Background: an optimization exercise with open tools, aiming at small area, a short achievable clock period and few clock cycles. Do not read the settings as production practice.
Only simulation tests tie the RTL to the original design; equivalence was not proved.
Power and IR drop assume default switching activity.

Setup of v42:
Design multichannel_oversample_averager, start of the top module:
module multichannel_oversample_averager (
   input  logic        clock,
   input  logic        reset,
   input  logic        req_valid,
   output logic        req_ready,
   input  logic [35:0] req_data,
   output logic        rsp_valid,
   input  logic        rsp_ready,
   output logic [55:0] rsp_data,
   input  logic        csr_valid,
   output logic        csr_ready,
   input  logic [1:0]  csr_index,
   input  logic [15:0] csr_data
);
   localparam logic [2:0] V_IDLE = 3'd0;
   localparam logic [2:0] V_WAIT = 3'd1;
   localparam logic [2:0] V_MUL  = 3'd2;
   localparam logic [2:0] V_ADD  = 3'd3;
   localparam logic [2:0] V_LOAD = 3'd4;
   localparam logic [2:0] V_DIV  = 3'd5;
   localparam logic [2:0] V_FIN  = 3'd6;
   localparam logic [2:0] V_3X   = 3'd7;
   logic [11:0] cal_ff;
   logic [15:0] nom_ff;
   logic [3:0]  vref_ff, vref_in;
   assign csr_ready = 1'b1;
   wire csr_wr = csr_valid && (csr_index != 2'd3);
   always_comb begin
      vref_in = vref_ff;
      if (reset) begin
         vref_in = 4'd0;
      end else if (csr_valid && csr_index == 2'd2) begin
         vref_in = csr_data[3:0];
      end
   end
   always_ff @(posedge clock) begin
      vref_ff <= vref_in;
      if (reset) begin
         cal_ff <= 12'd0;
         nom_ff <= 16'd3300;
      end else if (csr_valid) begin
         if (csr_index == 2'd0) begin
            cal_ff <= csr_data[11:0];
         end
         if (csr_index == 2'd1) begin
            nom_ff <= csr_data;
         end
      end
   end
   logic        rdy_ff;
   logic        s1_v;
   logic [2:0]  s1_func;
   logic [3:0]  s1_ch;
   logic [15:0] s1_aoh;
   logic [11:0] s1_val;
   logic        s1_last;
   logic        s1_rdy;
   logic        s1_fresh;
   logic [19:0] s1_rd;
   logic        s2_v;
   logic [3:0]  s2_ch;
   logic [11:0] s2_val;
   logic [19:0] s2_rd;
   logic [19:0] sum_q [16];
   logic [15:0] sum_vld;
   logic [11:0] avg_q [16];
  ...
clock: 9.0 ns
lec_check: 0
cap_margin: 20
core_margin: 2
core_utilization: 55
cts_cluster_diameter: 80
cts_cluster_size: 30
setup_slack_margin: 5
slew_margin: 20
standard.sh (not shown) runs the stock make flow with config.mk's settings and CLKGATE_MAP_FILE= SYNTH_SCRIPT=/design/flow/synth_recipe.tcl, a recipe that flattens the netlist after the stock synthesis.
==> flow/flow/run.sh <==
#!/bin/bash
set -euo pipefail
cp standard.sh standard_sh.txt
sed -e 's/SETUP_SLACK_MARGIN=[0-9.]*/SETUP_SLACK_MARGIN=5.5/' standard.sh > standard_m.sh
grep -q 'SETUP_SLACK_MARGIN=5.5' standard_m.sh
export BUFFER_PORTS_ARGS="-buffer_cell sky130_fd_sc_hd__buf_4"
bash standard_m.sh > standard.log 2>&1
Testbench counts of v42, summed over its fixed seeds: cycles 8,021.
Edits applied to the flow inputs when going from v42 to v24:
- a change of CORE_UTILIZATION from 55 to 40
- an added TNS_END_PERCENT of 10
## What came out
- v42 → v24: area enclosed by the die boundary climbed 37%, met1 wire length climbed 6.7%, area growth from synthesis to final layout climbed 0.15 points, flip-flop and latch share of the layout cell area barely changed.
- Of the two values seen for slowest library cell on the worst path, sky130_fd_sc_hd__fa_1 was produced by v42 and sky130_fd_sc_hd__nor2_2 by v24.
- Cmp v24 and v42 / worst-skew pair later-pin latency / higher: v24
- Diff v42 -> v24 | final-layout clock buffer total | down slightly
- v24 has power below what v42 had.
diff inputs: v24 => v54
- removing TNS_END_PERCENT (formerly 10)
On v54: worst hold slack is 0.036 ns higher than what v24 gave. On fraction of power consumed by combinational cells: between v24 and v54, it ends up lower for v24. Compared to v24, the router laid down less metal wire for v54. Switching power in v54 is about 2.8% higher than in v24. From v24 to v54 the numbers moved as follows: number of buffers on the longest clock path held; number of DRC violations after detailed-routing iteration 0 went down 327; total instance count after detailed placement held; clock skew went down 0.013 ns; setup slack went up 0.10 ns. Est. power | v54 vs v24 | v54 higher. In v54 relative to v24, area of the multi-input gates had gone up slightly.
Modified inputs, v53 compared to v54
==> flow/flow/run.sh <==
#!/bin/bash
set -euo pipefail
cp standard.sh standard_sh.txt
sed -e 's/SETUP_SLACK_MARGIN=[0-9.]*/SETUP_SLACK_MARGIN=5.25/' standard.sh > standard_m.sh
grep -q 'SETUP_SLACK_MARGIN=5.25' standard_m.sh
export BUFFER_PORTS_ARGS="-buffer_cell sky130_fd_sc_hd__buf_4"
bash standard_m.sh > standard.log 2>&1
## What came out
- Compared with v54, in v53 total power decreased by about 3.7% relative to the old numbers, final area decreased by 1.7% relative to the old numbers.
- Synthesis-to-layout area growth (lower): v53
- Side by side, pin count of the biggest net entering global routing turned out lower in v53 than in v54.
- For clock-pin slew on the worst setup and hold paths, v53 and v54 come out practically identical.
- Number of CTS-inserted buffers delta for v53 relative to v54: about 2% lower
- Number of standard cells in the final layout excluding fillers shrinks slightly when moving from v54 to v53.
- Synthesized area per cell: v53 vs v54 identical
- Between v53 and v54, the worst hold margin figures differ only marginally.
- v53 vs. v54: non-clock buffer count lower, synthesized instance count roughly the same.

========
Setup of maple:
multichannel_oversample_averager, a different RTL version from the one above (not shown whole).
Size in the first run: ~3800 cells after synthesis, roughly 1000 flip-flops, about 120 I/O pins, about 49000 um2 of cells after synthesis.
Settings: LEC_CHECK=0, CAP_MARGIN=20, CORE_MARGIN=2, CORE_UTILIZATION=40, CTS_CLUSTER_DIAMETER=80, CTS_CLUSTER_SIZE=30, SETUP_SLACK_MARGIN=5, SLEW_MARGIN=20; clock period 9.0 ns.
==> flow/flow/run.sh <==
#!/bin/bash
set -euo pipefail
cp standard.sh standard_sh.txt
sed -e 's/SETUP_SLACK_MARGIN=[0-9.]*/SETUP_SLACK_MARGIN=6/' standard.sh > standard_m.sh
grep -q 'SETUP_SLACK_MARGIN=6' standard_m.sh
export BUFFER_PORTS_ARGS="-buffer_cell sky130_fd_sc_hd__buf_4"
bash standard_m.sh > standard.log 2>&1
maple completed every stage of the flow, and the final layout passed the timing, DRC and antenna checks.
Testbench counts of maple, summed over its fixed seeds: cycles 8,021.
Edits applied to the flow inputs when going from maple to tundra:
==> flow/flow/run.sh <==
#!/bin/bash
set -euo pipefail
cp standard.sh standard_sh.txt
sed -e 's/SETUP_SLACK_MARGIN=[0-9.]*/SETUP_SLACK_MARGIN=5.5/' standard.sh > standard_m.sh
grep -q 'SETUP_SLACK_MARGIN=5.5' standard_m.sh
export BUFFER_PORTS_ARGS="-buffer_cell sky130_fd_sc_hd__buf_4"
bash standard_m.sh > standard.log 2>&1
### Flow results
Comparing tundra with maple, the placed wire-length estimate after detailed placement came out essentially unchanged. Non-filler instance count after layout shrinks by a few percent when moving from maple to tundra. Delta (tundra minus maple): fraction of area in multi-input gates now sits lower; count of buffers not belonging to the clock network in the layout shows a reduction of 30%; mean routed wirelength per cell rose 0.43%. tundra vs. maple: routed length on met1 shows no meaningful change; number of vias per cell after detailed routing about even; worst setup slack went down 0.035 ns. Going from maple to tundra, share of total power consumed by net switching shrinks by 0.71 points. The met3 track demand over resource on maple is in line with that on tundra.

## static timing again, ports no longer ideal
In the flow no input, the clock included, has a driving cell. The finished layouts below were timed again as built, in two steps. Step 1 assumes that a clkbuf_16 drives the clock port and a buf_2 every other input. Step 2 moves the port delays by t, midway between the first and last clock arrival at a register: inputs arrive t later, outputs are due t later. That takes back most of the time a late clock gives input paths. Three values: no drivers, after step 1, after step 2; two values: the first two.
run | t, ns | setup slack, ns | slew at the worst register clock pin (ns) | cell pins on the clock port's net
v42 | 0.730 | 5.136 / 5.136 / 5.051 | 0.12 / 0.12 | 1
v24 | 0.770 | 5.212 / 5.212 / 4.727 | 0.12 / 0.12 | 1
v54 | 0.784 | 5.313 / 5.313 / 4.954 | 0.12 / 0.12 | 1
v53 | 0.757 | 5.224 / 5.224 / 4.827 | 0.12 / 0.12 | 1
maple | 0.762 | 5.266 / 5.266 / 5.120 | 0.12 / 0.12 | 1
tundra | 0.762 | 5.231 / 5.231 / 5.036 | 0.12 / 0.12 | 1
After both steps every run listed still meets setup and hold. For v24, which loses most, drivers alone change the setup slack by 0.000 ns; drivers and shift together by -0.485 ns.
